Optimization exercise on an open flow, not production practice.
RTL: at most simulated, not proved equivalent.
The clock port is an ideal driver here.
Power: default activity.

File: flow/run.sh
#!/bin/bash
# synth_recipe.tcl (not shown) runs the flow's synth.tcl, then flattens the netlist and writes it again
# the make line also repeats each setting of config.mk as NAME=value (left out here)
make -C /OpenROAD-flow-scripts/flow DESIGN_CONFIG=/design/flow/config.mk WORK_HOME=/design/flow/orfs CLKGATE_MAP_FILE= SYNTH_SCRIPT=/design/flow/synth_recipe.tcl finish
File: flow/config.mk
export PLATFORM = sky130hd
export DESIGN_NAME = param_dual_port_ram
export DESIGN_NICKNAME = param_dual_port_ram
export VERILOG_FILES = /design/flow/design.v
export SDC_FILE = /design/flow/constraint.sdc
export NUM_CORES = 4
export LEC_CHECK = 0
export CAP_MARGIN = 20
export CORE_MARGIN = 2
export CORE_UTILIZATION = 40
export SETUP_SLACK_MARGIN = 1.5
export SLEW_MARGIN = 20
File: flow/constraint.sdc
create_clock -name core_clock -period 4.0 [get_ports {clk}]
set_input_delay 0.8000 -clock core_clock [delete_from_list [all_inputs] [get_ports {clk}]]
set_output_delay 0.8000 -clock core_clock [all_outputs]
set_load 0.01 [all_outputs]
File: flow/design.v
module param_dual_port_ram #(
  parameter int DATA_WIDTH = 8,
  parameter int ADDR_WIDTH = 8,
  parameter int RDW_MODE   = 0,
  parameter int OUT_REG    = 0
) (
  input  logic                  clk,
  input  logic                  rst,
  input  logic                  wr,
  input  logic [ADDR_WIDTH-1:0] wr_addr,
  input  logic [DATA_WIDTH-1:0] d_in,
  input  logic                  rd,
  input  logic [ADDR_WIDTH-1:0] rd_addr,
  output logic [DATA_WIDTH-1:0] d_out,
  output logic                  rd_valid,
  output logic                  busy
);
  localparam int DEPTH = 1 << ADDR_WIDTH;
  localparam int W = DATA_WIDTH;
  typedef enum logic {CLEAR, READY} state_t;
  state_t                state, state_nx;
  logic [ADDR_WIDTH-1:0] clr_cnt;
  logic [W-1:0]          mem [DEPTH];
  logic [W-1:0]          w_word, r1, r2, r3;
  logic                  v1, v2, v3, rd_ok, wr_ok;
  assign w_word = d_in;
  always_ff @(posedge clk)
    if (rst) state <= CLEAR;
    else state <= state_nx;
  always_comb state_nx = (state == CLEAR && &clr_cnt) ? READY : state;
  always_comb begin
    busy  = state == CLEAR;
    rd_ok = state == READY && rd;
    wr_ok = state == READY && wr;
  end
  always_ff @(posedge clk)
    if (rst) clr_cnt <= '0;
    else if (state == CLEAR) clr_cnt <= clr_cnt + 1'b1;
  always_ff @(posedge clk)
    if (!rst) begin
      if (state == CLEAR) mem[clr_cnt] <= '0;
      else if (wr_ok) mem[wr_addr] <= w_word;
    end
  always_ff @(posedge clk)
    if (rst) begin
      v1 <= 1'b0;
      r1 <= '0;
      v2 <= 1'b0;
      r2 <= '0;
    end else begin
      v1 <= rd_ok;
      if (rd_ok) r1 <= (RDW_MODE != 0 && wr_ok && wr_addr == rd_addr) ? w_word : mem[rd_addr];
      v2 <= v1;
      if (v1) r2 <= r1;
    end
  if (OUT_REG != 0) begin : g_oreg
    always_ff @(posedge clk)
      if (rst) begin
        v3 <= 1'b0;
        r3 <= '0;
      end else begin
        v3 <= v2;
        if (v2) r3 <= r2;
      end
  end else begin : g_noreg
    assign v3 = v2;
    assign r3 = r2;
  end
  assign d_out    = r3[DATA_WIDTH-1:0];
  assign rd_valid = v3;
endmodule
==> notes.md, run 1 <==
number of max-slew violations in the final report=0; final weighted congestion in routability-driven placement=approximately 0.9; crit path capture type=flop; Leakage Power=~36 nW; number of iterations in the first detailed-routing pass=5; average vias per placed instance=approximately 5.9; CTS max path bufs=3; post-synth cell types=just under 70; portion of the post-synthesis area used by sequential elements=0.762; total length of routed wires=around 230 mm; Sink Count=a little over 2,000; XOR/XNOR share of the synthesized area=0.000753; adder-cell share of the synthesized area=0.000154; Finish-stage setup viols=0; placement row count=around 170; FMAX=around 0.39 GHz; CP max FO=33; via total after detailed routing=43,800; Inserted Clock Buffers=slightly above 200; min setup slack post-route=about 1400 ps; buffer cell driving the clock tree root=clkbuf_16; number of synthesized register bits=2,075; Detail Route Antenna Nets=0; fraction of the mapped netlist area in simple logic gates=0.0314; Port Buffers=37; clk slew on worst S/H paths=~70 ps; Hold Crit Class=reg2reg; average cell area after synthesis=slightly above 20 um2; data arrival time of the worst path=around 3400 ps; core utilization of the finished layout=0.484; primary flip-flop cell chosen by synthesis mapping=edfxtp_1; pin count of the biggest net entering global routing=approximately 130; total global-route track usage=0.217; Post-Syn Area=81,400 um2; fin crit share=0.649; RSZ-0062 raised after global routing=yes; IO Count=38; Post-route DRC=0; Post-synth EDFFs=between 2,000 and 2,500; Post-Syn Nets=roughly 4,100; Setup crit start kind=input pin; HPWL Detailed=148 mm; First DRT Iteration DRCs=around 5,400; x dimension of the die=455 um; worst setup slack before clock tree synthesis=-290 ps; Sum Neg Setup Slack=0 ps; Tightest Pin Transition=approximately 920 ps; Initial Utilization=0.403; CP Data Required Time=around 4800 ps; outcome=no timing/DRC/antenna violations; height of the die=455 um; Routed WL per cell=between 30 and 40 um; nets=4,655; Yosys warning count=1; fraction of layout cells with a size suffix above 1=0.304; clock skew after layout=a little over 60 ps; Min Clock Period, post-route=approximately 2600 ps; wire length of the first global-routing pass=approximately 320 mm; final count of hold timing violations=0; cts hold-fix bufs=0; synthesis-to-layout area growth=20.1%; worst rel slew slack=0.380; post-synthesis mux area share=0.146; asr flop ratio synth=0; peak supply drop=between 0.4 and 0.5 mV; combinational family with the most area after synthesis=multiplexers; number of global-route vias before repair=42,400; Max-Cap Viols=0; total congestion overflow=0; core area=202,000 um2; Critical Setup Path Class=in2reg; synthesized instance count=4,024; CTS tree=yes; Die ar.=approximately 210,000 um2; number of antenna violations at the first check in global routing=4; latest clock arrival within the worst-skew pair=850 ps; cell area power density=between 400 and 500 nW/um2; share of the synthesized area in compound gates (AO/OA/AOI/OAI)=0.0381; H-tree depth=4
[report_power, final]
group          internal (mW)  leakage, nW  switching, mW
Sequential              23.5         22.8        0.00810
Clock                   10.6         3.20           8.32
Combinational          0.747         9.89           1.07
[synth_stat cells, types with 8 or more instances]
master	number	area share
nand3_1	53	0.0033
a22o_1	8	0.00086
and3_1	11	0.00085
clkbuf_1	99	0.0046
edfxtp_1	2048	0.76
buf_2	51	0.0031
dfxtp_1	27	0.0066
o221ai_1	49	0.0053
nor2_1	295	0.014
a22oi_1	65	0.0060
a221oi_1	8	0.00086
buf_4	22	0.0020
mux4_1	86	0.028
nand3b_1	22	0.0020
buf_6	26	0.0036
buf_8	24	0.0044
mux4_2	295	0.082
or3_1	8	0.00062
a21oi_1	41	0.0025
a211oi_1	53	0.0049
nor3_1	20	0.0012
o31ai_1	8	0.00074
nand4_1	9	0.00069
nand2_1	124	0.0057
buf_12	9	0.0022
mux2i_1	297	0.037
a2111oi_0	9	0.00097
o22ai_1	109	0.0084
o21ai_0	37	0.0023
[final cells by class]
class | instances | area (um2)
fill | 16300 | 104000
sequential | 2075 | 62000
multi-input combinational | 1703 | 19100
timing repair buffer | 636 | 6600
clock buffer | 254 | 5340
tap | 2672 | 3340
clock inverter | 125 | 1300
inverter | 5 | 20.0
antenna | 2 | 5.00
[final timing paths]
check / start / to / slack [ps] / cells past startpoint
worst max-delay path: rd_addr[4] / r1[2]$_SDFFE_PP0P_ / 1400 / 10
worst min register to register: r2[2]$_SDFFE_PP0P_ / r2[2]$_SDFFE_PP0P_ / 500 / 2
worst min-delay path: r2[2]$_SDFFE_PP0P_ / r2[2]$_SDFFE_PP0P_ / 500 / 2
worst max register to register: state$_SDFFE_PP0P_ / mem[21][4]$_DFFE_PP_ / 1530 / 11
[critical path, cell delays in order]
cell	delay, ps
buf_6	210
buf_6	240
clkinv_2	130
buf_12	200
o221ai_4	160
a21oi_2	150
a311oi_4	320
nand4_1	220
a2111oi_4	640
a211o_1	160
[layer usage]
layer	GRT usage	routed length [um]
met2	0.345	111000
met1	0.304	93200
met4	0.0675	7230
met5	0	0
met3	0.0402	19600
[cells by family after synthesis]
kind of cell             after synthesis
flip-flops                          2075
multiplexers                         680
AND/OR/NAND/NOR                      582
AO/OA/AOI/OAI                        433
buffers and inverters                246
XOR/XNOR                               7
adder cells (fa/ha/maj)                1
[registers in the layout, indices dropped and copies added, names as in the netlist]
register and cells:
v2 1, r1 8, state 1, r2 8, v1 1, mem 2048, clr_cnt 8
[placed cells by master, fill, tap and decap left out, types with 19 or more instances in the layout]
cell	count
a211oi_1	40
a21oi_1	32
a22oi_1	61
buf_12	70
buf_4	447
buf_6	45
clkbuf_1	48
clkbuf_16	220
clkdlybuf4s50_1	19
clkinv_1	50
clkinv_2	35
dfxtp_1	26
edfxtp_1	2048
mux2i_1	293
mux4_1	77
mux4_2	304
nand2_1	109
nand3_1	44
nand3b_1	22
nor2_1	166
nor2_2	46
nor2_4	83
o21ai_0	25
o221ai_1	36
o22ai_1	103
[what timing repair did]
item,in CTS,in global routing
buffers inserted,35,30
gates cloned,5,14
pin swaps,30,31
setup endpoints to repair,2026,677
resized for setup,207,150
[metrics by stage]
stage / instance area, um2 / hold WS, ps / cells / total power, mW
after floorplan: 81700 / 435 / 4024 / 24.9
after CTS: 96500 / 504 / 7426 / 44.4
after detailed placement: 88500 / 491 / 7007 / 25.6
final: 97800 / 497 / 7472 / 44.3
after global placement: 88500 / 479 / 7007 / 25.6
after global routing: 97800 / 525 / 7472 / 45.4
==> run 2, diff against run 1 <==
==> flow/design.v (replaced) <==
module param_dual_port_ram #(
  parameter int DATA_WIDTH = 8,
  parameter int ADDR_WIDTH = 8,
  parameter int RDW_MODE   = 0,
  parameter int OUT_REG    = 0
) (
  input  logic                  clk,
  input  logic                  rst,
  input  logic                  wr,
  input  logic [ADDR_WIDTH-1:0] wr_addr,
  input  logic [DATA_WIDTH-1:0] d_in,
  input  logic                  rd,
  input  logic [ADDR_WIDTH-1:0] rd_addr,
  output logic [DATA_WIDTH-1:0] d_out,
  output logic                  rd_valid,
  output logic                  busy
);
  localparam int DEPTH = 1 << ADDR_WIDTH;
  localparam int W = DATA_WIDTH;
  logic [W-1:0]          mem [DEPTH];
  logic                  busy_q;
  logic [ADDR_WIDTH-1:0] wa_q;
  logic [W-1:0]          wd_q, r2;
  logic                  wv_q, v1, v2;
  always_ff @(posedge clk)
    if (rst) begin
      busy_q <= 1'b1;
      wa_q   <= '0;
      wd_q   <= '0;
      wv_q   <= 1'b1;
    end else if (busy_q) begin
      busy_q <= ~&wa_q;
      wa_q   <= wa_q + 1'b1;
      wd_q   <= '0;
      wv_q   <= 1'b1;
    end else begin
      wa_q   <= wr_addr;
      wd_q   <= d_in;
      wv_q   <= wr;
    end
  always_ff @(posedge clk)
    if (wv_q) mem[wa_q] <= wd_q;
  logic [15:0]    sel_hi, sel_lo;
  logic [DEPTH-1:0] sel;
  logic [W-1:0]   rdata;
  always_comb begin
    for (int i = 0; i < DEPTH; i++) sel[i] = sel_hi[i >> 4] & sel_lo[i & 15];
    rdata = '0;
    for (int i = 0; i < DEPTH; i++) rdata = rdata | (mem[i] & {W{sel[i]}});
  end
  always_ff @(posedge clk) begin
    sel_hi <= 16'b1 << rd_addr[7:4];
    sel_lo <= 16'b1 << rd_addr[3:0];
  end
  always_ff @(posedge clk)
    if (rst) begin
      v1 <= 1'b0;
      v2 <= 1'b0;
      r2 <= '0;
    end else begin
      v1 <= rd & ~busy_q;
      v2 <= v1;
      if (v1) r2 <= rdata;
    end
  assign busy     = busy_q;
  assign d_out    = r2;
  assign rd_valid = v2;
endmodule
--- a/flow/config.mk
+++ b/flow/config.mk
@@ -7,6 +7,8 @@
 export LEC_CHECK = 0
 export CAP_MARGIN = 20
 export CORE_MARGIN = 2
-export CORE_UTILIZATION = 40
-export SETUP_SLACK_MARGIN = 1.5
+export CORE_UTILIZATION = 60
+export CTS_BUF_LIST = sky130_fd_sc_hd__clkbuf_4 sky130_fd_sc_hd__clkbuf_8
+export CTS_CLUSTER_SIZE = 30
+export SETUP_SLACK_MARGIN = 2.8
 export SLEW_MARGIN = 20
==> run 2 against run 1 <==
Effect of this change:
- the run now fails in global routing
- synthesized area shrank 2.5%
- synthesized cell count grew 27%
==> notes.md, run 2 <==
Post-Syn Nets=between 5,000 and 6,000; outcome=stopped before the end; primary flip-flop cell chosen by synthesis mapping=edfxtp_1; Initial Utilization=0.604; number of synthesized register bits=roughly 2,100; x dimension of the die=~370 um; Inserted Clock Buffers=343; asr flop ratio synth=0; placement row count=approximately 130; final weighted congestion in routability-driven placement=around 1.2; IO Count=38; share of the synthesized area in the top cell type=0.775; Port Buffers=37; worst setup slack before clock tree synthesis=165 ps; Yosys warning count=1; Sink Count=about 2,100; cell taking the most area after synthesis=edfxtp_1; Post-synth EDFFs=~2,000; Placed Cells=a little over 7,000; Post-Syn Area=79,400 um2; average cell area after synthesis=approximately 16 um2; cts hold-fix bufs=0; last flow stage reached=global routing; CTS max path bufs=4; cell types with the highest counts after synthesis=edfxtp_1 (2,048), nand3_1 (942), a22oi_1 (400); post-synth cell types=between 40 and 50; largest cells by area after synthesis=edfxtp_1 (77%), nand3_1 (5.9%), a22oi_1 (3.8%), nand4_1 (1.8%), dfxtp_1 (1.5%); portion of the post-synthesis area used by sequential elements=0.790; first reported error=[ERROR GRT-0116] Global routing finished with congestion. Check the congestion regions in the DRC Viewer.; H-tree depth=5; buffer cell driving the clock tree root=clkbuf_8; number of global-route vias before repair=a little under 80,000; total global-route track usage=0.872; total congestion overflow=598; Area after DPL=between 80,000 and 90,000 um2; pin count of the biggest net entering global routing=about 110; HPWL Detailed=~320 mm; wire length of the first global-routing pass=a little under 800 mm; height of the die=368 um; synthesized instance count=roughly 5,000; most instantiated library cell after synthesis=edfxtp_1
[run 2: worst max path at each step]
stage	to	slack, ps
floorplan	mem[236][0]$_DFFE_PP_	1950
global placement	r2[5]$_SDFFE_PP0P_	-710
detailed placement	r2[7]$_SDFFE_PP0P_	160
CTS	r2[5]$_SDFFE_PP0P_	1110
[run 2: logic make-up after synthesis]
family | count (synthesis) | synth area share
fa+ha+maj | 4 | 0.000631
simple gates | 1737 | 0.110
xor+xnor | 6 | 0.000662
flops | 2108 | 0.790
mux | 2 | 0.000252
buf+inv | 443 | 0.0213
compound gates | 811 | 0.0768
[run 2: per-layer routing]
metal,track usage,overflow
met3,0.817,58
met4,0.808,209
met1,0.900,52
met2,0.940,274
met5,0.615,5
[run 2: metrics by stage]
stage          hold WS (ps)  setup TNS, ps
4_1_cts                 267              0
2_1_floorplan           498              0
3_5_place_dp            591              0
3_3_place_gp            617           -802
[run 2: power by group through the flow]
stage          logic [mW]  registers (mW)  clock network (mW)
4_1_cts              1.64            23.9                17.9
3_5_place_dp        0.983            24.5                   0
3_3_place_gp        0.976            24.5                   0
2_1_floorplan       0.406            24.4                   0
[run 2: what timing repair did]
action                     in CTS
setup endpoints to repair    4050
buffers inserted              556
pin swaps                     292
gates resized for setup      1859
gates cloned                   28
==> run 3, diff against run 2 <==
--- a/flow/design.v
+++ b/flow/design.v
@@ -17,11 +17,19 @@
 );
   localparam int DEPTH = 1 << ADDR_WIDTH;
   localparam int W = DATA_WIDTH;
+  localparam int LB = 4;             
+  localparam int NC = 1 << LB;       
   logic [W-1:0]          mem [DEPTH];
   logic                  busy_q;
   logic [ADDR_WIDTH-1:0] wa_q;
-  logic [W-1:0]          wd_q, r2;
-  logic                  wv_q, v1, v2;
+  logic [W-1:0]          wd_q;
+  logic                  wv_q;
+  logic [W-1:0]          cand [NC];
+  logic [LB-1:0]         ra_lo;
+  logic                  hit;
+  logic [W-1:0]          byp;
+  logic [W-1:0]          r2;
+  logic                  v1, v2;
   always_ff @(posedge clk)
     if (rst) begin
       busy_q <= 1'b1;
@@ -40,17 +48,11 @@
     end
   always_ff @(posedge clk)
     if (wv_q) mem[wa_q] <= wd_q;
-  logic [15:0]    sel_hi, sel_lo;
-  logic [DEPTH-1:0] sel;
-  logic [W-1:0]   rdata;
-  always_comb begin
-    for (int i = 0; i < DEPTH; i++) sel[i] = sel_hi[i >> 4] & sel_lo[i & 15];
-    rdata = '0;
-    for (int i = 0; i < DEPTH; i++) rdata = rdata | (mem[i] & {W{sel[i]}});
-  end
   always_ff @(posedge clk) begin
-    sel_hi <= 16'b1 << rd_addr[7:4];
-    sel_lo <= 16'b1 << rd_addr[3:0];
+    for (int k = 0; k < NC; k++) cand[k] <= mem[{rd_addr[ADDR_WIDTH-1:LB], LB'(k)}];
+    ra_lo <= rd_addr[LB-1:0];
+    hit   <= wv_q && wa_q == rd_addr;
+    byp   <= wd_q;
   end
   always_ff @(posedge clk)
     if (rst) begin
@@ -60,7 +62,7 @@
     end else begin
       v1 <= rd & ~busy_q;
       v2 <= v1;
-      if (v1) r2 <= rdata;
+      if (v1) r2 <= hit ? byp : cand[ra_lo];
     end
   assign busy     = busy_q;
   assign d_out    = r2;
--- a/flow/config.mk
+++ b/flow/config.mk
@@ -7,8 +7,8 @@
 export LEC_CHECK = 0
 export CAP_MARGIN = 20
 export CORE_MARGIN = 2
-export CORE_UTILIZATION = 60
-export CTS_BUF_LIST = sky130_fd_sc_hd__clkbuf_4 sky130_fd_sc_hd__clkbuf_8
+export CORE_UTILIZATION = 45
+export CTS_CLUSTER_DIAMETER = 100
 export CTS_CLUSTER_SIZE = 30
-export SETUP_SLACK_MARGIN = 2.8
+export SETUP_SLACK_MARGIN = 1.7
 export SLEW_MARGIN = 20
==> run 3 against run 2 <==
Effect of this change:
- the run now finishes clean
- synthesized area rose by 5.6%
- synthesized cell count fell by 25%
==> notes.md, run 3 <==
min setup slack post-route=around 1700 ps; slowest stage cell on the critical path=or4_1; most instantiated library cell after synthesis=edfxtp_1; power consumption=around 38 mW; Critical Setup Path Class=reg2reg; final weighted congestion in routability-driven placement=about 0.91; cell taking the most area after synthesis=edfxtp_1; Detail Route Antenna Nets=0; peak supply drop=0.297 mV; via total after detailed routing=roughly 40,000; First DRT Iteration DRCs=4,893; Max-Cap Viols=0; average cell area after synthesis=22.0 um2; number of synthesized register bits=2,217; FILL cells=14,800; Finish-stage setup viols=0; clock skew after layout=between 40 and 50 ps; worst setup slack for register-to-register paths=approximately 1700 ps; total congestion overflow=0; Die ar.=190,000 um2; worst rel slew slack=0.315; part of the power in the clock network=0.291; Routed WL per cell=~32 um; Net Switching=between 7 and 8 mW; CP peak stage delay=about 690 ps; design internal power=between 20 and 30 mW; Yosys warning count=2; asr flop ratio synth=0; net switching fraction of the power=0.208; pin count of the biggest net entering global routing=148; latest clock arrival within the worst-skew pair=between 700 and 800 ps; critical path's top delay family=simple AND/OR/NAND/NOR gates; CTS max path bufs=3; largest cells by area after synthesis=edfxtp_1 (73%), mux4_2 (16%), dfxtp_1 (4.0%), nor2_1 (1.2%), mux2i_1 (0.70%); commonest non-fill, non-tap cells in the layout=edfxtp_1 (2,048), mux4_2 (599), buf_4 (337); Min Clock Period, post-route=approximately 2300 ps; largest register by flop count=mem; H-tree depth=3; x dimension of the die=between 400 and 500 um; height of the die=436 um; combinational fraction of design power=0.042; fraction of layout cells with a size suffix above 1=0.295; Buf+Inv Stages, Crit Path=1; Sink Count=2,217; Tightest Pin Transition=1030 ps; crit path cell chain=buf_4 -> or4_1 -> o311ai_0 -> a21o_1 -> a41oi_1; total length of routed wires=roughly 210 mm; number of max-slew violations in the final report=0; cell types with the highest counts after synthesis=edfxtp_1 (2,048), mux4_2 (599), nor2_1 (273); number of global-route vias before repair=roughly 40,000; worst setup slack before clock tree synthesis=~760 ps; cell area power density=~400 nW/um2; area of all placed cells without fillers=slightly above 90,000 um2; Post-Syn Nets=approximately 3,800; number of antenna violations at the first check in global routing=7; Hold Crit Class=in2reg; clk slew on worst S/H paths=110 ps; CP max FO=30; placement row count=approximately 160; share of power burned in registers=0.667; Leakage Power=31.0 nW; CTS tree=yes; Inserted Clock Buffers=84; Setup crit start kind=flop; final count of hold timing violations=0; Post-synth EDFFs=2,048; IO Count=38; Sum Neg Setup Slack=0 ps; Initial Utilization=0.452; number of iterations in the first detailed-routing pass=5; outcome=no timing/DRC/antenna violations; synthesized instance count=approximately 3,800; buffer cell driving the clock tree root=clkbuf_16; primary flip-flop cell chosen by synthesis mapping=edfxtp_1; Post-Syn Area=approximately 84,000 um2; wire length of the first global-routing pass=~300 mm; cts hold-fix bufs=0; Post-route DRC=0; FMAX=0.440 GHz; Port Buffers=37; HPWL Detailed=133 mm; fin crit share=0.568; CP Data Required Time=4660 ps; crit path capture type=flop; leading cell type in the layout, fill and taps excluded=edfxtp_1; data arrival time of the worst path=slightly below 3000 ps; core area=185,000 um2; average vias per placed instance=5.91; synthesis-to-layout area growth=10.6%; share of the synthesized area in the top cell type=0.734; post-synth cell types=67; Largest regs=mem (2048), cand (128); total global-route track usage=0.220; RSZ-0062 raised after global routing=yes; max reg flops=about 2,000; portion of the post-synthesis area used by sequential elements=0.774; nets=a little over 4,000; core utilization of the finished layout=0.500; Area after DPL=89,600 um2
==> run 3: path summary, 6_finish.rpt <==
| path | from | to | cells after the start |
|---|---|---|---|
| worst max-delay path | ra_lo[2]$_DFF_P_ | r2[5]$_SDFFE_PP0P_ | 5 |
| worst min-delay path | d_in[5] | wd_q[5]$_SDFF_PP0_ | 2 |
| worst max register to register | ra_lo[2]$_DFF_P_ | r2[5]$_SDFFE_PP0P_ | 5 |
| worst min register to register | byp[2]$_DFF_P_ | r2[2]$_SDFFE_PP0P_ | 3 |
==> run 3: cells by family (layout without fill, tap and decap cells) <==
group | after synthesis | in the layout | share of synthesized area
compound gates | 182 | 182 | 0.0149
buf+inv | 243 | 582 | 0.0131
mux | 663 | 663 | 0.169
flops | 2217 | 2217 | 0.774
other cells | 0 | 4 | 0
fa+ha+maj | 4 | 4 | 0.000597
xor+xnor | 14 | 14 | 0.00146
simple gates | 485 | 485 | 0.0269
==> run 3: layout make-up <==
cell class	instances	area (um2)	share of cell area
clock inverters	8	86.3	0.000931
well taps	2480	3100	0.0335
diodes	4	10.0	0.000108
multi-input cells	1348	18400	0.198
flip-flops and latches	2217	65000	0.701
inverters	10	37.5	0.000405
repair buffers	416	3730	0.0403
clock buffers	148	2390	0.0258
==> run 3: what timing repair did <==
| action | in CTS | in global routing |
|---|---|---|
| pin swaps | 1 | 0 |
| gates resized for setup | 159 | 32 |
| endpoints found under the hold margin | 0 | 0 |
| setup endpoints to repair | 1679 | 426 |
| setup buffers | 5 | 1 |
| gates cloned | 0 | 0 |
==> run 3: per-stage QoR <==
step	std cells	hold WS (ps)
2_1_floorplan	3808	493
3_3_place_gp	6465	594
3_5_place_dp	6465	591
4_1_cts	6626	523
5_1_grt	6627	531
6_report	6631	582
==> run 3: power groups by stage <==
stage	clock (mW)	sequential, mW	combinational, mW
after global routing	12.0	25.3	1.68
final	11.0	25.3	1.59
after global placement	0	25.8	1.59
after floorplan	0	25.6	1.11
after detailed placement	0	25.8	1.60
after CTS	11.3	25.3	1.61
==> run 3: per-layer routing <==
layer  part of all wire  global-route usage  vias up
li1                   -                   -    16200
met1               0.41               0.313    21300
met2               0.49               0.360     1365
met3              0.065              0.0314      235
met4              0.030              0.0562        0
met5                  0                   0        -
==> run 4, diff against run 3 <==
--- a/flow/config.mk
+++ b/flow/config.mk
@@ -10,5 +10,5 @@
 export CORE_UTILIZATION = 45
 export CTS_CLUSTER_DIAMETER = 100
 export CTS_CLUSTER_SIZE = 30
-export SETUP_SLACK_MARGIN = 1.7
+export SETUP_SLACK_MARGIN = 2.0
 export SLEW_MARGIN = 20
==> run 4 against run 3 <==
Effect of this change:
- worst hold slack got worse by 7.4 ps
- synthesized area unchanged
- count of clock-buffer cells in the layout unchanged
- global-route usage increased by 0.26 points
- power increased by 0.31%
- clock power about the same
- register-to-register slack improved by 260 ps
- critical endpoint is now d_out[1]
- clock skew increased by 2.5 ps
- critical path depth decreased by 4
- highest routed layer unchanged
- core utilization increased by 0.75 points
- worst setup slack improved by 130 ps
- final cell count increased by 0.97%
==> notes.md, run 4 <==
outcome=no timing/DRC/antenna violations; number of max-slew violations in the final report=0; Buf+Inv Stages, Crit Path=1; worst hold path depth=2; global-route track usage on met1=0.318; critical path's top delay family=flip-flops; total length of routed wires=~210 mm; CTS tree=yes; total congestion overflow=0; worst rel slew slack=0.303; Post-Syn Area=~84,000 um2; Routed WL per cell=31.9 um; CP peak stage delay=approximately 440 ps; max reg flops=between 2,000 and 2,500; Initial Utilization=0.452; met3 usage=0.0289; number of antenna violations at the first check in global routing=6; x dimension of the die=436 um; data arrival time of the worst path=roughly 1300 ps; Die ar.=approximately 190,000 um2; synthesis-to-layout area growth=12.3%; Leakage Power=about 32 nW; final worst hold slack=575 ps; fraction of layout cells with a size suffix above 1=0.314; synthesized instance count=3,808; peak supply drop=roughly 0.37 mV; min setup slack post-route=1860 ps; CTS max path bufs=3; commonest non-fill, non-tap cells in the layout=edfxtp_1 (2,048), mux4_2 (599), buf_4 (353); cell depth of the worst flop-to-flop path=5; crit path capture type=output port; FILL cells=roughly 15,000; Sequential Area=65,000 um2; cell types with the highest counts after synthesis=edfxtp_1 (2,048), mux4_2 (599), nor2_1 (273); largest cells by area after synthesis=edfxtp_1 (73%), mux4_2 (16%), dfxtp_1 (4.0%), nor2_1 (1.2%), mux2i_1 (0.70%); total global-route track usage=0.223; final count of hold timing violations=0; First DRT Iteration DRCs=roughly 4,800; CP max FO=2; Sum Neg Setup Slack=0 ps; area of all placed cells without fillers=94,100 um2; H-tree depth=3; Hold Crit Class=in2reg; HPWL Detailed=about 130 mm; Post-synth EDFFs=between 2,000 and 2,500; Largest regs=mem (2048), cand (128); via total after detailed routing=roughly 40,000; cts hold-fix bufs=0; launch instance of the worst register-to-register path=wa_q[6]$_SDFF_PP0_; CP Data Required Time=about 3200 ps; Finish-stage setup viols=0; share of the synthesized area in the top cell type=0.734; IO Count=38; FMAX=0.467 GHz; power consumption=about 38 mW; Detail Route Antenna Nets=0; number of global-route vias before repair=about 40,000; primary flip-flop cell chosen by synthesis mapping=edfxtp_1; number of iterations in the first detailed-routing pass=5; Max-Cap Viols=0; number of synthesized register bits=2,217; cell area power density=approximately 400 nW/um2; height of the die=436 um; Port Buffers=37; fin crit share=0.535; post-synth cell types=67; Post-route DRC=0; Setup crit start kind=flop; Tightest Pin Transition=roughly 1000 ps; Critical Setup Path Class=reg2out; depth of the critical timing path with buffers and inverters included=1; worst setup slack before clock tree synthesis=~760 ps; most instantiated library cell after synthesis=edfxtp_1; Min Clock Period, post-route=between 2000 and 2500 ps; pin count of the biggest net entering global routing=148; global routing's busiest layer=met2; placement row count=about 160; final weighted congestion in routability-driven placement=0.913; RSZ-0062 raised after global routing=yes; slowest stage cell on the critical path=dfxtp_4; Inserted Clock Buffers=84; Sink Count=between 2,000 and 2,500; wire length of the first global-routing pass=between 300 and 400 mm; Yosys warning count=2; asr flop ratio synth=0; Post-Syn Nets=roughly 3,800; worst hold start=d_in[5]; Area after DPL=around 90,000 um2; portion of the post-synthesis area used by sequential elements=0.774; leading cell type in the layout, fill and taps excluded=edfxtp_1; nets=approximately 4,200; average vias per placed instance=5.94; clock skew after layout=~46 ps; latest clock arrival within the worst-skew pair=between 700 and 800 ps; average cell area after synthesis=22.0 um2; multi-input gate area in the final layout=approximately 19,000 um2; largest register by flop count=mem; Worst setup startpoint=r2[1]$_SDFFE_PP0P_; met2 Resource Use GR=0.367; cell taking the most area after synthesis=edfxtp_1; core area=between 150,000 and 200,000 um2; clk slew on worst S/H paths=about 120 ps; crit path cell chain=buf_6; buffer cell driving the clock tree root=clkbuf_16
==> run 4: layout make-up <==
cell class / count / area share
timing repair buffer: 480 / 0.0504
sequential: 2217 / 0.691
tap: 2480 / 0.0330
multi-input combinational: 1350 / 0.199
antenna: 2 / 0.0000532
inverter: 10 / 0.000412
clock inverter: 8 / 0.000918
clock buffer: 148 / 0.0255
==> run 4: timing repair <==
item / 4_1_cts / 5_1_grt
gates cloned: 3 / 6
setup endpoints to repair: 2118 / 510
resized for setup: 297 / 46
setup buffers: 37 / 26
endpoints found under the hold margin: 0 / 0
pin swaps: 11 / 6
==> run 4: path summary, 6_finish.rpt <==
check	endpoint	slack, ps
max	d_out[1]	1860
min	wd_q[5]$_SDFF_PP0_	570
max reg2reg	mem[130][4]$_DFFE_PP_	1990
min reg2reg	r2[2]$_SDFFE_PP0P_	620
==> run 4: where the power goes <==
group | switching (mW) | internal [mW]
registers | 0.223 | 25.0
logic | 0.863 | 0.818
clock network | 6.85 | 4.19
==> run 4: routing by layer <==
layer	wire length, um	vias to the layer above
met1	88200	21700
met3	13900	225
met4	5730	0
li1	-	16400
met5	0	-
met2	106000	1460
==> run 4: cell families after synthesis <==
| logic type | Yosys count | synth area share |
|---|---|---|
| xor gates and xnor gates | 14 | 0.00146 |
| buffers and inverters | 243 | 0.0131 |
| AOI/OAI and AO/OA | 182 | 0.0149 |
| adders and majority gates | 4 | 0.000597 |
| and+or+nand+nor | 485 | 0.0269 |
| DFF | 2217 | 0.774 |
| muxes | 663 | 0.169 |
==> run 4: metrics by stage <==
step / utilization / cells
floorplan: - / 3808
global placement: 0.484 / 6465
detailed placement: 0.484 / 6465
finish: 0.508 / 6695
CTS: 0.505 / 6661
global route: 0.508 / 6693
==> run 5, diff against run 4 <==
==> flow/flow/run.sh (new file) <==
#!/bin/bash
# The standard layout, except that the end of the CTS step runs
# flow/post_cts.tcl, which rebuilds the top of the clock tree with fewer
# buffer levels. make's full output goes to make.log in the work folder;
# ORFS keeps each step's log under orfs/logs/.
set -euo pipefail
work=$(pwd)
bash standard.sh POST_CTS_TCL="$work/flow/post_cts.tcl" finish > "$work/make.log" 2>&1
==> flow/flow/flatten_tree.tcl (new file) <==
# Rebuilds the top of the clock tree that clock_tree_synthesis made: the
# root buffer and the level below it are replaced by NQ buffers, each driven
# straight from the clock port and driving the leaf buffers of one region
# of the die. Every register still sees the same two buffer levels.
proc flatten_clock_tree { {nq 4} } {
  set block [ord::get_db_block]
  set port [$block findBTerm clk]
  set n0 [$port getNet]

  # root buffer(s) on the port net
  set roots {}
  foreach it [$n0 getITerms] {
    if { [$it isInputSignal] } { lappend roots [$it getInst] }
  }
  if { [llength $roots] != 1 } { error "expected one root buffer, found [llength $roots]" }
  set root [lindex $roots 0]
  set n1 [[$root findITerm X] getNet]

  # mid buffers below the root, and the leaf buffers below them
  set mids {}
  foreach it [$n1 getITerms] {
    if { [$it isInputSignal] } { lappend mids [$it getInst] }
  }
  set leaves {}
  foreach m $mids {
    set mn [[$m findITerm X] getNet]
    foreach it [$mn getITerms] {
      if { [$it isInputSignal] } {
        lappend leaves $it
      }
    }
  }
  puts "flatten_clock_tree: root [$root getName], [llength $mids] mid buffers, [llength $leaves] leaf buffers"
  if { [llength $mids] < $nq } { error "fewer mid buffers than $nq" }

  # split the leaves into nq regions: first by x halves, then each by y halves
  set pts {}
  foreach it $leaves {
    set bb [[$it getInst] getBBox]
    lappend pts [list $it [expr {([$bb xMin] + [$bb xMax]) / 2}] [expr {([$bb yMin] + [$bb yMax]) / 2}]]
  }
  set groups [list $pts]
  while { [llength $groups] < $nq } {
    # split the largest group along its longer side
    set gi 0
    set best -1
    for {set i 0} {$i < [llength $groups]} {incr i} {
      if { [llength [lindex $groups $i]] > $best } { set best [llength [lindex $groups $i]]; set gi $i }
    }
    set g [lindex $groups $gi]
    set xs [lsort -integer [lmap p $g {lindex $p 1}]]
    set ys [lsort -integer [lmap p $g {lindex $p 2}]]
    set ax [expr {[lindex $xs end] - [lindex $xs 0] >= [lindex $ys end] - [lindex $ys 0] ? 1 : 2}]
    set s [lsort -integer -index $ax $g]
    set h [expr {[llength $s] / 2}]
    set groups [lreplace $groups $gi $gi [lrange $s 0 [expr {$h - 1}]] [lrange $s $h end]]
  }

  # keep nq of the mid buffers, one per group; delete the rest and the root
  set keep [lrange $mids 0 [expr {$nq - 1}]]
  set drop [lrange $mids $nq end]
  foreach it $leaves { $it disconnect }
  foreach m $mids {
    set mn [[$m findITerm X] getNet]
    [$m findITerm X] disconnect
    [$m findITerm A] disconnect
    if { $m in $drop } {
      odb::dbInst_destroy $m
      odb::dbNet_destroy $mn
    } else {
      set outnet($m) $mn
    }
  }
  [$root findITerm A] disconnect
  [$root findITerm X] disconnect
  odb::dbInst_destroy $root
  odb::dbNet_destroy $n1

  for {set i 0} {$i < $nq} {incr i} {
    set m [lindex $keep $i]
    set mn $outnet($m)
    [$m findITerm A] connect $n0
    [$m findITerm X] connect $mn
    set sx 0
    set sy 0
    set g [lindex $groups $i]
    foreach p $g {
      [lindex $p 0] connect $mn
      set sx [expr {$sx + [lindex $p 1]}]
      set sy [expr {$sy + [lindex $p 2]}]
    }
    set cx [expr {$sx / [llength $g]}]
    set cy [expr {$sy / [llength $g]}]
    $m setPlacementStatus PLACED
    $m setLocation $cx $cy
    puts "flatten_clock_tree: [$m getName] drives [llength $g] leaf buffers from ([expr {$cx / 1000.0}], [expr {$cy / 1000.0}])"
  }
}
==> flow/flow/post_cts.tcl (new file) <==
# Runs at the end of ORFS's CTS step (POST_CTS_TCL): replaces the top two
# levels of the clock tree by four buffers driven from the clock port (see
# flatten_tree.tcl), legalizes them and repairs timing for the new tree.
source [file join [file dirname [info script]] flatten_tree.tcl]
flatten_clock_tree 4
estimate_parasitics -placement
set result [catch { detailed_placement } msg]
if { $result != 0 } { error "Detailed placement failed after flattening the clock tree: $msg" }
estimate_parasitics -placement
report_clock_latency
repair_timing_helper
set result [catch { detailed_placement } msg]
if { $result != 0 } { error "Detailed placement failed after repair: $msg" }
check_placement -verbose
estimate_parasitics -placement
report_clock_latency
report_worst_slack
==> flow/standard.sh (new file) <==
#!/bin/bash
# synth_recipe.tcl (not shown) runs the flow's synth.tcl, then flattens the netlist and writes it again
# the make line also repeats each setting of config.mk as NAME=value (left out here)
make -C /OpenROAD-flow-scripts/flow DESIGN_CONFIG=/design/flow/config.mk WORK_HOME=/design/flow/orfs CLKGATE_MAP_FILE= SYNTH_SCRIPT=/design/flow/synth_recipe.tcl "${@:-finish}"
removed: flow/run.sh
==> run 5 against run 4 <==
Effect of this change:
- synthesized area did not move
- via count grew 0.88%
- wire length up 2.3%
- worst hold slack gained 16 ps
- register-to-register slack about the same
- critical path type is now in2reg
- highest routed layer is now met5
==> notes.md, run 5 <==
area of all placed cells without fillers=roughly 95,000 um2; average vias per placed instance=slightly below 6; portion of the post-synthesis area used by sequential elements=0.774; primary flip-flop cell chosen by synthesis mapping=edfxtp_1; total global-route track usage=0.226; terminus of the critical flop-to-flop path=mem[190][6]$_DFFE_PP_; Post-route DRC=0; CP Data Required Time=about 4500 ps; slowest stage cell on the critical path=mux4_2; number of synthesized register bits=about 2,200; Min Clock Period, post-route=2030 ps; data arrival time of the worst path=2490 ps; worst hold start=byp[2]$_DFF_P_; max reg flops=approximately 2,000; cell area power density=~400 nW/um2; RSZ-0062 raised after global routing=yes; FMAX=around 0.49 GHz; peak supply drop=approximately 0.47 mV; CP max FO=11; Routed WL per cell=between 30 and 40 um; Detail Route Antenna Nets=0; Critical Setup Path Class=in2reg; total congestion overflow=0; commonest non-fill, non-tap cells in the layout=edfxtp_1 (2,048), mux4_2 (599), buf_4 (361); largest register by flop count=mem; combinational fraction of design power=0.048; Tightest Pin Transition=about 1000 ps; Net Switching=a little under 8 mW; Yosys warning count=2; share of power burned in registers=0.670; pin count of the biggest net entering global routing=148; Die ar.=between 150,000 and 200,000 um2; Sink Count=2,217; fin crit share=0.507; number of antenna violations at the first check in global routing=6; total length of routed wires=around 220 mm; Buf+Inv Stages, Crit Path=3; cell taking the most area after synthesis=edfxtp_1; worst hold endpoint=r2[2]$_SDFFE_PP0P_; asr flop ratio synth=0; number of global-route vias before repair=approximately 40,000; worst setup slack for register-to-register paths=approximately 2000 ps; Port Buffers=37; design internal power=a little under 30 mW; part of the power in the clock network=0.282; depth of the critical timing path with buffers and inverters included=5; adder-cell share of the synthesized area=0.000597; fraction of the mapped netlist area in simple logic gates=0.0269; Post-Syn Nets=between 3,000 and 4,000; Hold Crit Class=reg2reg; worst rel slew slack=0.315; core area=~190,000 um2; height of the die=approximately 440 um; synthesized instance count=roughly 3,800; largest cells by area after synthesis=edfxtp_1 (73%), mux4_2 (16%), dfxtp_1 (4.0%), nor2_1 (1.2%), mux2i_1 (0.70%); post-synthesis mux area share=0.169; final count of hold timing violations=0; CP peak stage delay=~550 ps; Initial Utilization=0.452; Finish-stage setup viols=0; post-synth cell types=67; Leakage Power=approximately 32 nW; x dimension of the die=roughly 440 um; cell types with the highest counts after synthesis=edfxtp_1 (2,048), mux4_2 (599), nor2_1 (273); IO Count=38; cell depth of the worst flop-to-flop path=7; share of the synthesized area in compound gates (AO/OA/AOI/OAI)=0.0149; final antenna diode count=0; combinational family with the most area after synthesis=multiplexers; crit path capture type=flop; CTS tree=yes; share of the synthesized area in the top cell type=0.734; Sum Neg Setup Slack=0 ps; Setup crit start kind=input pin; via total after detailed routing=between 40,000 and 50,000; worst hold path depth=3; clk slew on worst S/H paths=around 120 ps; Area after DPL=89,600 um2; Max-Cap Viols=0; XOR/XNOR share of the synthesized area=0.00146; fraction of layout cells with a size suffix above 1=0.322; crit path cell chain=buf_16 -> bufbuf_16 -> buf_16 -> mux4_2 -> mux4_2; most instantiated library cell after synthesis=edfxtp_1; leading cell type in the layout, fill and taps excluded=edfxtp_1; wire length of the first global-routing pass=between 300 and 400 mm; final weighted congestion in routability-driven placement=between 0.9 and 1; clock skew after layout=about 63 ps; launch instance of the worst register-to-register path=wa_q[0]$_SDFF_PP0_; latest clock arrival within the worst-skew pair=about 620 ps; critical path's top delay family=multiplexers; power consumption=37.7 mW; number of max-slew violations in the final report=0; nets=roughly 4,200; synthesis-to-layout area growth=13.1%; number of iterations in the first detailed-routing pass=5; First DRT Iteration DRCs=~5,200; net switching fraction of the power=0.209; Largest regs=mem (2048), cand (128); Post-Syn Area=around 84,000 um2; placement row count=roughly 160; HPWL Detailed=about 130 mm; outcome=no timing/DRC/antenna violations; Post-synth EDFFs=2,048; average cell area after synthesis=~22 um2
-- run 5: cell counts after synthesis --
Identical to the previous run, type by type.
-- run 5: worst min-delay path, cell delays in order (launching register included) --
cell and delay [ps]:
dfxtp_1 320, nand2_1 70, a311o_1 160, a31oi_1 40
-- run 5: area by class of cell --
cell class,count,area (um2)
fill,14600,90500
sequential,2217,65000
multi-input combinational,1349,18800
timing repair buffer,519,5530
tap,2480,3100
clock buffer,143,2270
clock inverter,8,86.3
inverter,10,38.8
-- run 5: metal layers --
| metal | part of all wire | up-vias | global-route usage |
|---|---|---|---|
| li1 | - | 16400 | - |
| met1 | 0.41 | 21900 | 0.323 |
| met2 | 0.49 | 1565 | 0.374 |
| met3 | 0.069 | 256 | 0.0232 |
| met4 | 0.031 | 2 | 0.0581 |
| met5 | 0.000059 | - | 0 |
-- run 5: power groups by stage --
stage                     combinational [mW]  sequential [mW]  clock [mW]
after floorplan                         1.11             25.6           0
after global placement                  1.59             25.8           0
after detailed placement                1.60             25.8           0
after global routing                    1.89             25.2        11.5
final                                   1.81             25.2        10.6
-- run 5: how the worst max path moves through the flow --
stage                                  to  slack (ps)          startpoint
finish                 cand[4][5]$_DFF_P_        1970          rd_addr[4]
global route          mem[1][5]$_DFFE_PP_        1970  wa_q[1]$_SDFF_PP0_
detailed placement  mem[211][6]$_DFFE_PP_         760  wa_q[4]$_SDFF_PP0_
global placement    mem[235][1]$_DFFE_PP_         780  wa_q[3]$_SDFF_PP0_
floorplan              cand[4][5]$_DFF_P_        1520          rd_addr[5]
-- run 5: kinds of logic (layout without fill, tap and decap cells) --
family                   after synthesis  after routing
flip-flops                          2217           2217
multiplexers                         663            663
AND/OR/NAND/NOR                      485            486
buffers and inverters                243            680
AO/OA/AOI/OAI                        182            182
XOR/XNOR                              14             14
adder cells (fa/ha/maj)                4              4
-- run 5: through the flow --
| stage | utilization | worst slack, ps | cells | hold slack [ps] |
|---|---|---|---|---|
| final | 0.512 | 1970 | 6726 | 591 |
| after floorplan | - | 1520 | 3808 | 493 |
| after global routing | 0.512 | 1970 | 6726 | 605 |
| after global placement | 0.484 | 782 | 6465 | 594 |
| after detailed placement | 0.484 | 757 | 6465 | 591 |
==> run 6, diff against run 5 <==
--- a/flow/flow/flatten_tree.tcl
+++ b/flow/flow/flatten_tree.tcl
@@ -1,8 +1,29 @@
 # Rebuilds the top of the clock tree that clock_tree_synthesis made: the
 # root buffer and the level below it are replaced by NQ buffers, each driven
 # straight from the clock port and driving the leaf buffers of one region
-# of the die. Every register still sees the same two buffer levels.
-proc flatten_clock_tree { {nq 4} } {
+# of the die. Every register still sees the same two levels. With qmaster
+# and lmaster given, the region drivers and the leaf buffers are then
+# rebuilt as those cells (an inverter on top and an inverting buffer at the
+# leaves keep the clock's polarity), and the dummy loads CTS added to
+# balance the old levels are removed.
+proc replace_clock_cell { inst master } {
+  set block [ord::get_db_block]
+  set name [$inst getName]
+  set loc [$inst getLocation]
+  set in [[$inst findITerm A] getNet]
+  set out [[$inst findITerm X] getNet]
+  odb::dbInst_destroy $inst
+  set ni [odb::dbInst_create $block $master $name]
+  [$ni findITerm A] connect $in
+  set o [$ni findITerm X]
+  if { $o == "NULL" } { set o [$ni findITerm Y] }
+  $o connect $out
+  $ni setLocation [lindex $loc 0] [lindex $loc 1]
+  $ni setPlacementStatus PLACED
+  return $ni
+}
+
+proc flatten_clock_tree { {nq 4} {qmaster ""} {lmaster ""} } {
   set block [ord::get_db_block]
   set port [$block findBTerm clk]
   set n0 [$port getNet]
@@ -95,4 +116,32 @@
     $m setLocation $cx $cy
     puts "flatten_clock_tree: [$m getName] drives [llength $g] leaf buffers from ([expr {$cx / 1000.0}], [expr {$cy / 1000.0}])"
   }
+
+  if { $qmaster eq "" } { return }
+  set db [ord::get_db]
+  set qm [$db findMaster $qmaster]
+  set lm [$db findMaster $lmaster]
+  set nleaf 0
+  set ndummy 0
+  foreach m $keep {
+    foreach it [$outnet($m) getITerms] {
+      if { ![$it isInputSignal] } { continue }
+      set li [$it getInst]
+      set out [$li findITerm X]
+      if { $out == "NULL" } { set out [$li findITerm Y] }
+      if { $out == "NULL" || [$out getNet] == "NULL" } {
+        $it disconnect
+        odb::dbInst_destroy $li
+        incr ndummy
+      } elseif { [[$li getMaster] getName] eq "sky130_fd_sc_hd__clkbuf_16" } {
+        replace_clock_cell $li $lm
+        incr nleaf
+      } else {
+        error "flatten_clock_tree: unexpected clock cell [$li getName] ([[$li getMaster] getName])"
+      }
+    }
+    replace_clock_cell $m $qm
+  }
+  global_connect
+  puts "flatten_clock_tree: $nq region drivers as $qmaster, $nleaf leaf buffers as $lmaster, $ndummy dummy loads removed"
 }
--- a/flow/config.mk
+++ b/flow/config.mk
@@ -9,6 +9,7 @@
 export CORE_MARGIN = 2
 export CORE_UTILIZATION = 45
 export CTS_CLUSTER_DIAMETER = 100
-export CTS_CLUSTER_SIZE = 30
-export SETUP_SLACK_MARGIN = 2.0
+export CTS_CLUSTER_SIZE = 26
+export SETUP_SLACK_MARGIN = 2.1
 export SLEW_MARGIN = 20
+export TNS_END_PERCENT = 0
==> run 6 against run 5 <==
Effect of this change:
- fmax decreased by 3.2%
- register-to-register slack got worse by 97 ps
- synthesized area unchanged
- wire length decreased by 1.6%
- critical path type is now reg2reg
==> notes.md, run 6 <==
outcome=no timing/DRC/antenna violations; Tightest Pin Transition=between 1000 and 1500 ps; core utilization of the finished layout=0.512; slowest stage cell on the critical path=dfxtp_4; CP Data Required Time=4350 ps; launch instance of the worst register-to-register path=wa_q[3]$_SDFF_PP0_; post-synth cell types=67; worst rel slew slack=0.278; most used cell, CP=buf_4; terminus of the critical flop-to-flop path=mem[247][4]$_DFFE_PP_; primary flip-flop cell chosen by synthesis mapping=edfxtp_1; latest clock arrival within the worst-skew pair=between 600 and 700 ps; XOR/XNOR share of the synthesized area=0.00146; Routed WL per cell=between 30 and 40 um; Critical Setup Path Class=reg2reg; Post-synth EDFFs=between 2,000 and 2,500; fraction of layout cells with a size suffix above 1=0.325; worst hold path depth=0; FMAX=around 0.48 GHz; peak supply drop=between 0.5 and 0.6 mV; largest register by flop count=mem; Post-route DRC=0; average cell area after synthesis=between 20 and 25 um2; commonest non-fill, non-tap cells in the layout=edfxtp_1 (2,048), mux4_2 (599), buf_4 (357); synthesis-to-layout area growth=13.3%; data arrival time of the worst path=~2400 ps; Leakage Power=between 30 and 40 nW; cell area power density=about 410 nW/um2; Initial Utilization=0.452; crit path cell chain=nor2b_2 -> nand3_1 -> buf_4 -> nor2_2 -> buf_4; height of the die=roughly 440 um; cell types with the highest counts after synthesis=edfxtp_1 (2,048), mux4_2 (599), nor2_1 (273); final weighted congestion in routability-driven placement=between 0.9 and 1; number of standard cells in the final layout excluding fillers=between 6,000 and 7,000; average vias per placed instance=just under 6; Sum Neg Setup Slack=0 ps; Min Clock Period, post-route=between 2000 and 2500 ps; cell taking the most area after synthesis=edfxtp_1; worst hold start=wd_q[7]$_SDFF_PP0_; most instantiated library cell after synthesis=edfxtp_1; number of synthesized register bits=roughly 2,200; worst setup slack before clock tree synthesis=between 700 and 800 ps; number of iterations in the first detailed-routing pass=5; worst hold endpoint=mem[186][7]$_DFFE_PP_; Setup crit start kind=flop; total global-route track usage=0.223; portion of the post-synthesis area used by sequential elements=0.774; CP max FO=13; clock skew after layout=around 61 ps; Die ar.=190,000 um2; HPWL Detailed=about 130 mm; Max-Cap Viols=0; combinational family with the most area after synthesis=multiplexers; Detail Route Antenna Nets=0; largest cells by area after synthesis=edfxtp_1 (73%), mux4_2 (16%), dfxtp_1 (4.0%), nor2_1 (1.2%), mux2i_1 (0.70%); Yosys warning count=2; total length of routed wires=215 mm; wire length of the first global-routing pass=304 mm; post-synthesis mux area share=0.169; RSZ-0062 raised after global routing=yes; fin crit share=0.524; min setup slack post-route=around 1900 ps; share of the synthesized area in the top cell type=0.734; x dimension of the die=~440 um; Post-Syn Area=roughly 84,000 um2; total congestion overflow=0; First DRT Iteration DRCs=~5,200; max reg flops=2,048; pin count of the biggest net entering global routing=about 160; number of global-route vias before repair=approximately 40,000; asr flop ratio synth=0; Post-Syn Nets=3,840; number of antenna violations at the first check in global routing=4; placement row count=around 160; cell depth of the worst flop-to-flop path=5; core area=about 190,000 um2; final count of hold timing violations=0; Finish-stage setup viols=0; CP peak stage delay=430 ps; Hold Crit Class=reg2reg; CTS tree=yes; IO Count=38; via total after detailed routing=39,900; worst setup slack for register-to-register paths=around 1900 ps; number of max-slew violations in the final report=0; nets=~4,200; crit path capture type=flop; Port Buffers=37; leading cell type in the layout, fill and taps excluded=edfxtp_1; clk slew on worst S/H paths=between 100 and 150 ps; Largest regs=mem (2048), cand (128); adder-cell share of the synthesized area=0.000597; fraction of the mapped netlist area in simple logic gates=0.0269; Sink Count=approximately 2,200; Placed Cells=6,458; share of the synthesized area in compound gates (AO/OA/AOI/OAI)=0.0149; synthesized instance count=around 3,800; FILL cells=14,600
run 6: layout make-up, without the clock buffers:
class / count / area (um2) / area share
Sequential cell: 2217 / 65000 / 0.685
Multi-Input combinational cell: 1348 / 18800 / 0.198
Timing Repair Buffer: 498 / 5190 / 0.0546
Tap cell: 2480 / 3100 / 0.0327
Clock inverter: 11 / 175 / 0.00185
Inverter: 10 / 37.5 / 0.000396
Antenna cell: 3 / 7.51 / 0.0000791
run 6: routing by layer:
layer	share of wire	track usage
met2	0.48	0.359
met3	0.065	0.0247
met1	0.42	0.324
met5	0.000037	0
met4	0.036	0.0689
run 6: logic make-up (layout without fill, tap and decap cells):
| group | after synthesis | in the layout |
|---|---|---|
| compound gates | 182 | 182 |
| other cells | 0 | 3 |
| xor+xnor | 14 | 14 |
| buf+inv | 243 | 679 |
| simple gates | 485 | 485 |
| flops | 2217 | 2217 |
| fa+ha+maj | 4 | 4 |
| mux | 663 | 663 |
run 6: how the worst max path moves through the flow:
stage | from | end | cells after the start
after detailed placement | rd_addr[4] | cand[15][2]$_DFF_P_ | 6
final | wa_q[3]$_SDFF_PP0_ | mem[247][4]$_DFFE_PP_ | 5
after global placement | rd_addr[4] | cand[15][2]$_DFF_P_ | 6
after floorplan | wd_q[1]$_SDFF_PP0_ | mem[0][1]$_DFFE_PP_ | 0
after global routing | wa_q[3]$_SDFF_PP0_ | mem[75][1]$_DFFE_PP_ | 6
run 6: critical path: cells and delay by family, from the launching register on:
family,cells,cell delay [ps]
AND/OR/NAND/NOR,3,840
buffers and inverters,2,510
flip-flops,1,430
run 6: per-stage QoR:
| stage | hold slack (ps) | cell area (um2) | power [mW] |
|---|---|---|---|
| global route | 589 | 94900 | 39.6 |
| finish | 561 | 94900 | 38.5 |
| detailed placement | 550 | 89600 | 27.4 |
| global placement | 538 | 89600 | 27.4 |
| floorplan | 493 | 83800 | 26.7 |
run 6: where the power goes:
part | total [mW] | internal [mW] | switching, mW
Sequential | 25.2 | 25.0 | 0.209
Clock | 11.5 | 4.56 | 6.94
Combinational | 1.81 | 0.911 | 0.904
==> run 7, diff against run 6 <==
==> flow/flow/run.sh (replaced) <==
#!/bin/bash
# The standard layout, except at the CTS step: flow/pre_cts.tcl first moves
# the output registers beside their output buffers, and flow/post_cts.tcl
# then rebuilds the top of the clock tree with fewer, faster levels and
# repairs timing (the CTS step's own repair, made for the old tree, is
# skipped). make's full output goes to make.log in the work folder; ORFS keeps each step's
# log under orfs/logs/.
set -euo pipefail
work=$(pwd)
bash standard.sh SKIP_CTS_REPAIR_TIMING=1 PRE_CTS_TCL="$work/flow/pre_cts.tcl" POST_CTS_TCL="$work/flow/post_cts.tcl" finish > "$work/make.log" 2>&1
==> flow/flow/pre_cts.tcl (new file) <==
# Runs at the start of ORFS's CTS step (PRE_CTS_TCL): puts each register that
# drives an output port's buffer right beside that buffer, together with the
# other cells its output feeds (its hold logic), so the register's output
# wire is short, then legalizes the placement. CTS then clusters those
# registers where they now are.
proc place_output_registers { } {
  set block [ord::get_db_block]
  set moved 0
  foreach bt [$block getBTerms] {
    if { [$bt getIoType] ne "OUTPUT" } { continue }
    set net [$bt getNet]
    if { $net == "NULL" } { continue }
    set buf ""
    foreach it [$net getITerms] {
      if { [$it isOutputSignal] } { set buf [$it getInst] }
    }
    if { $buf eq "" } { continue }
    set in [[$buf findITerm A] getNet]
    if { $in == "NULL" } { continue }
    foreach it [$in getITerms] {
      if { ![$it isOutputSignal] } { continue }
      set reg [$it getInst]
      if { ![string match "sky130_fd_sc_hd__df*" [[$reg getMaster] getName]] } { continue }
      set bl [$buf getLocation]
      set bb [$buf getBBox]
      # one row in from the buffer, towards the core's centre
      set die [$block getDieArea]
      set cy [expr {([$die yMin] + [$die yMax]) / 2}]
      set cx [expr {([$die xMin] + [$die xMax]) / 2}]
      set h [expr {[$bb yMax] - [$bb yMin]}]
      set w [expr {[$bb xMax] - [$bb xMin]}]
      set x [lindex $bl 0]
      set y [lindex $bl 1]
      set dx [expr {abs($x - $cx)}]
      set dy [expr {abs($y - $cy)}]
      if { $dy >= $dx } {
        set y [expr {$y < $cy ? $y + $h : $y - $h}]
      } else {
        set x [expr {$x < $cx ? $x + $w : $x - $w}]
      }
      $reg setLocation $x $y
      foreach it2 [[[$reg findITerm Q] getNet] getITerms] {
        set c [$it2 getInst]
        if { $c ne $reg && $c ne $buf && [$it2 isInputSignal] } { $c setLocation $x $y }
      }
      incr moved
      puts "place_output_registers: [$reg getName] next to [$buf getName] ([$bt getName])"
    }
  }
  puts "place_output_registers: moved $moved registers"
}

place_output_registers
set result [catch { detailed_placement } msg]
if { $result != 0 } { error "Detailed placement failed after moving the output registers: $msg" }
estimate_parasitics -placement
--- a/flow/config.mk
+++ b/flow/config.mk
@@ -12,4 +12,4 @@
 export CTS_CLUSTER_SIZE = 26
 export SETUP_SLACK_MARGIN = 2.1
 export SLEW_MARGIN = 20
-export TNS_END_PERCENT = 0
+export TNS_END_PERCENT = 5
==> run 7 against run 6 <==
Effect of this change:
- via count grew 0.64%
- largest power group unchanged
- flip-flop and latch count unchanged
- still clean
- fmax up 1.4%
==> notes.md, run 7 <==
outcome=no timing/DRC/antenna violations; peak supply drop=between 0.4 and 0.5 mV; core utilization of the finished layout=0.512; Initial Utilization=0.452; average vias per placed instance=approximately 6; synthesized instance count=between 3,000 and 4,000; adder-cell share of the synthesized area=0.000597; most instantiated library cell after synthesis=edfxtp_1; core area=between 150,000 and 200,000 um2; First DRT Iteration DRCs=about 4,900; post-synthesis mux area share=0.169; average cell area after synthesis=about 22 um2; number of antenna violations at the first check in global routing=6; XOR/XNOR share of the synthesized area=0.00146; Setup crit start kind=input pin; total routed wire length on the met1 layer=approximately 89 mm; Hold Crit Class=reg2reg; Die ar.=~190,000 um2; final worst hold slack=approximately 670 ps; FILL cells=~15,000; Finish-stage setup viols=0; number of iterations in the first detailed-routing pass=6; via total after detailed routing=~40,000; number of global-route vias before repair=40,100; share of the synthesized area in the top cell type=0.734; Post-Syn Nets=approximately 3,800; CP Data Required Time=between 4000 and 5000 ps; cell types with the highest counts after synthesis=edfxtp_1 (2,048), mux4_2 (599), nor2_1 (273); data arrival time of the worst path=between 2000 and 3000 ps; clk slew on worst S/H paths=between 100 and 150 ps; latest clock arrival within the worst-skew pair=around 650 ps; post-synth cell types=67; FMAX=~0.48 GHz; pin count of the biggest net entering global routing=~150; Post-Syn Area=between 80,000 and 90,000 um2; largest register by flop count=mem; asr flop ratio synth=0; length of routed met3 wiring=around 14 mm; Placed Cells=around 6,500; commonest non-fill, non-tap cells in the layout=edfxtp_1 (2,048), mux4_2 (599), buf_4 (358); worst rel slew slack=0.314; CP max FO=2; placement row count=158; Tightest Pin Transition=roughly 1000 ps; fraction of layout cells with a size suffix above 1=0.322; max reg flops=around 2,000; RSZ-0062 raised after global routing=yes; wire length of the first global-routing pass=307 mm; x dimension of the die=436 um; Yosys warning count=2; share of the synthesized area in compound gates (AO/OA/AOI/OAI)=0.0149; number of standard cells in the final layout excluding fillers=around 6,700; leading cell type in the layout, fill and taps excluded=edfxtp_1; Post-synth EDFFs=a little over 2,000; Post-route DRC=0; Sum Neg Setup Slack=0 ps; primary flip-flop cell chosen by synthesis mapping=edfxtp_1; crit path capture type=flop; portion of the post-synthesis area used by sequential elements=0.774; HPWL Detailed=133 mm; final weighted congestion in routability-driven placement=0.913; Critical Setup Path Class=in2reg; Max Used Layer=met4; Detail Route Antenna Nets=0; total global-route track usage=0.226; Sink Count=2,217; met2 wire length=106 mm; Min Clock Period, post-route=~2100 ps; nets=~4,200; combinational family with the most area after synthesis=multiplexers; fraction of the mapped netlist area in simple logic gates=0.0269; Largest regs=mem (2048), cand (128); number of synthesized register bits=around 2,200; clock skew after layout=~63 ps; Max-Cap Viols=0; number of max-slew violations in the final report=0; largest cells by area after synthesis=edfxtp_1 (73%), mux4_2 (16%), dfxtp_1 (4.0%), nor2_1 (1.2%), mux2i_1 (0.70%); cell area power density=405 nW/um2; total congestion overflow=0; CTS tree=yes; Leakage Power=approximately 32 nW; final count of hold timing violations=0; IO Count=38; cell taking the most area after synthesis=edfxtp_1; synthesis-to-layout area growth=13.2%; fin crit share=0.517; Port Buffers=37; height of the die=between 400 and 500 um; total length of routed wires=approximately 220 mm; Routed WL per cell=roughly 32 um
==> run 7: changes by cell type in the layout (fill, tap and decap cells not counted), moves of 6 or more <==
cell       before  now
nor2_1        173  186
nor2_2         36   23
buf_6          22   34
a211oi_1       39   49
a211oi_2       12    2
buf_16         25   16
dfxtp_1       140  148
dfxtp_4        26   18
bufbuf_16       2    9
clkbuf_16     100   93
a31oi_1        13    7
==> run 7: cell families after synthesis <==
kind of cell / count (synthesis)
AOI/OAI and AO/OA: 182
xor gates and xnor gates: 14
adders and majority gates: 4
buffers and inverters: 243
DFF: 2217
muxes: 663
and+or+nand+nor: 485
==> run 7: final timing paths <==
check	slack, ps	depth (start not counted)	to	startpoint
hold / removal	670	2	wa_q[6]$_SDFF_PP0_	wa_q[6]$_SDFF_PP0_
setup / recovery	1930	5	hit$_DFF_P_	rd_addr[1]
setup reg to reg	1950	6	r2[4]$_SDFFE_PP0P_	ra_lo[0]$_DFF_P_
hold reg to reg	670	2	wa_q[6]$_SDFF_PP0_	wa_q[6]$_SDFF_PP0_
==> run 7: critical path, cell delays in order <==
cell and delay [ps]:
clkdlybuf4s50_1 660, xor2_1 250, nor4_1 320, nand3_1 140, nor4_1 390
==> run 7: area by class of cell, without the clock buffers <==
type | count | area (um2) | area share
timing repair buffer | 501 | 5120 | 0.0540
multi-input combinational | 1349 | 18900 | 0.199
sequential | 2217 | 65000 | 0.685
clock inverter | 13 | 183 | 0.00193
tap | 2480 | 3100 | 0.0327
inverter | 10 | 38.8 | 0.000409
antenna | 1 | 2.50 | 0.0000264
==> run 7: routing by layer <==
layer / GRT usage / up-vias
li1: - / 16500
met1: 0.320 / 21900
met2: 0.370 / 1508
met3: 0.0262 / 281
met4: 0.0689 / 0
met5: 0 / -
==> run 7: power breakdown <==
part | leakage, nW | internal [mW] | switching (mW)
Combinational | 8.37 | 0.873 | 0.901
Clock | 1.30 | 4.50 | 6.89
Sequential | 22.2 | 25.0 | 0.219
==> run 7: metrics by stage <==
step | worst slack, ps | power, mW | instance area [um2]
after floorplan | 1520 | 26.7 | 83800
after global placement | 782 | 27.4 | 89600
after detailed placement | 757 | 27.4 | 89600
after global routing | 1920 | 39.4 | 94900
final | 1930 | 38.4 | 94900
==> run 8, diff against run 7 <==
--- a/flow/config.mk
+++ b/flow/config.mk
@@ -12,4 +12,4 @@
 export CTS_CLUSTER_SIZE = 26
 export SETUP_SLACK_MARGIN = 2.1
 export SLEW_MARGIN = 20
-export TNS_END_PERCENT = 5
+export TNS_END_PERCENT = 0
==> run 8 against run 7 <==
Effect of this change:
- global-route usage down 0.094 points
- register-to-register slack worse by 80 ps
- flip-flop and latch count unchanged
- wire length down 0.63%
- sequential share of layout area up 0.24 points
- clock power about the same
- clock skew down 18 ps
- highest routed layer is now met5
- final area down 0.35%
- critical path type is now reg2reg
- sequential power about the same
==> notes.md, run 8 <==
outcome=no timing/DRC/antenna violations; Sink Count=about 2,200; worst setup slack for register-to-register paths=approximately 1900 ps; fraction of layout cells with a size suffix above 1=0.317; CP Data Required Time=about 4500 ps; First DRT Iteration DRCs=roughly 5,000; Sequential Area=65,000 um2; worst hold path depth=0; latest clock arrival within the worst-skew pair=~620 ps; combinational fraction of design power=0.046; synthesis-to-layout area growth=12.8%; x dimension of the die=between 400 and 500 um; net switching fraction of the power=0.207; final weighted congestion in routability-driven placement=~0.90; most instantiated library cell after synthesis=edfxtp_1; Die ar.=about 190,000 um2; Post-Syn Area=about 84,000 um2; cell taking the most area after synthesis=edfxtp_1; Leakage Power=approximately 32 nW; Tightest Pin Transition=about 1100 ps; Placed Cells=about 6,500; FMAX=~0.47 GHz; Hold Crit Class=reg2reg; RSZ-0062 raised after global routing=yes; average cell area after synthesis=22.0 um2; post-synth cell types=67; number of standard cells in the final layout excluding fillers=6,695; share of power burned in registers=0.654; Finish-stage setup viols=0; Net Switching=between 7 and 8 mW; primary flip-flop cell chosen by synthesis mapping=edfxtp_1; number of synthesized register bits=2,217; Routed WL per cell=approximately 32 um; largest register by flop count=mem; Post-synth EDFFs=slightly above 2,000; Port Buffers=37; Setup crit start kind=flop; part of the power in the clock network=0.301; IO Count=38; commonest non-fill, non-tap cells in the layout=edfxtp_1 (2,048), mux4_2 (599), buf_4 (335); Post-Syn Nets=3,840; placement row count=around 160; average vias per placed instance=5.95; asr flop ratio synth=0; portion of the post-synthesis area used by sequential elements=0.774; leading cell type in the layout, fill and taps excluded=edfxtp_1; Largest regs=mem (2048), cand (128); HPWL Detailed=between 100 and 150 mm; number of max-slew violations in the final report=0; terminus of the critical flop-to-flop path=r2[5]$_SDFFE_PP0P_; wire length of the first global-routing pass=approximately 300 mm; total length of routed wires=215 mm; nets=about 4,200; cell depth of the worst flop-to-flop path=5; Initial Utilization=0.452; cell area power density=408 nW/um2; height of the die=436 um; fin crit share=0.531; Yosys warning count=2; worst rel slew slack=0.260; Min Clock Period, post-route=around 2100 ps; Post-route DRC=0; via total after detailed routing=around 40,000; crit path capture type=flop; core area=around 190,000 um2; max reg flops=2,048; multi-input gate area in the final layout=roughly 19,000 um2; final count of hold timing violations=0; number of iterations in the first detailed-routing pass=6; design internal power=slightly above 30 mW; Max-Cap Viols=0; worst hold start=wd_q[7]$_SDFF_PP0_; cell types with the highest counts after synthesis=edfxtp_1 (2,048), mux4_2 (599), nor2_1 (273); Detail Route Antenna Nets=0; CP max FO=13; total congestion overflow=0; clock skew after layout=45.4 ps; Critical Setup Path Class=reg2reg; largest cells by area after synthesis=edfxtp_1 (73%), mux4_2 (16%), dfxtp_1 (4.0%), nor2_1 (1.2%), mux2i_1 (0.70%); number of global-route vias before repair=39,500; pin count of the biggest net entering global routing=about 160; Sum Neg Setup Slack=0 ps; share of the synthesized area in the top cell type=0.734; peak supply drop=about 0.50 mV; data arrival time of the worst path=between 2000 and 3000 ps; number of antenna violations at the first check in global routing=3; power consumption=38.6 mW; clk slew on worst S/H paths=110 ps; FILL cells=about 15,000; worst hold endpoint=mem[138][7]$_DFFE_PP_; total global-route track usage=0.225; synthesized instance count=3,808; CTS tree=yes; launch instance of the worst register-to-register path=ra_lo[2]$_DFF_P_; final worst hold slack=approximately 570 ps
==> run 8: per-stage QoR <==
step	utilization	area (um2)	setup WS, ps
floorplan	-	83800	1510
global placement	0.484	89600	719
detailed placement	0.484	89600	706
global route	0.510	94500	1830
finish	0.510	94600	1870
==> run 8: worst max path at each step <==
stage | from | cells past startpoint | to | slack [ps]
floorplan | wd_q[1]$_SDFF_PP0_ | 0 | mem[0][1]$_DFFE_PP_ | 1510
global route | ra_lo[2]$_DFF_P_ | 5 | r2[5]$_SDFFE_PP0P_ | 1830
detailed placement | rd_addr[4] | 6 | cand[15][2]$_DFF_P_ | 710
global placement | rd_addr[4] | 6 | cand[15][2]$_DFF_P_ | 720
finish | ra_lo[2]$_DFF_P_ | 5 | r2[5]$_SDFFE_PP0P_ | 1870
==> run 8: kinds of logic (layout without fill, tap and decap cells) <==
family                   count (synthesis)  after routing  synth area share
AO/OA/AOI/OAI                          182            182            0.0149
multiplexers                           663            663             0.169
adder cells (fa/ha/maj)                  4              4          0.000597
AND/OR/NAND/NOR                        485            485            0.0269
buffers and inverters                  243            647            0.0131
flip-flops                            2217           2217             0.774
other                                    0              3                 0
XOR/XNOR                                14             14           0.00146
==> run 8: critical path: stages (launching register included) <==
cell	delay [ps]
dfxtp_4	590
buf_4	280
nand2b_1	130
o311ai_0	400
a31oi_1	170
a41oi_4	430
==> run 8: layout make-up, without the clock buffers <==
cell class | count | share of cell area
flip-flops and latches | 2217 | 0.687
inverters | 10 | 0.000397
diodes | 3 | 0.0000794
well taps | 2480 | 0.0328
multi-input cells | 1348 | 0.200
repair buffers | 460 | 0.0495
clock inverters | 10 | 0.00167
==> run 8: power by group through the flow <==
stage	registers, mW	logic (mW)	clock network [mW]
2_1_floorplan	25.6	1.11	0
3_3_place_gp	25.8	1.61	0
3_5_place_dp	25.8	1.61	0
5_1_grt	25.2	1.85	12.5
6_report	25.2	1.76	11.6
==> run 8: metal layers <==
| metal | global-route usage | vias to the layer above | part of all wire |
|---|---|---|---|
| met5 | 0 | - | 0.000079 |
| met4 | 0.0766 | 2 | 0.038 |
| met3 | 0.0266 | 310 | 0.067 |
| met2 | 0.360 | 1496 | 0.48 |
| met1 | 0.323 | 21600 | 0.41 |
| li1 | - | 16400 | - |
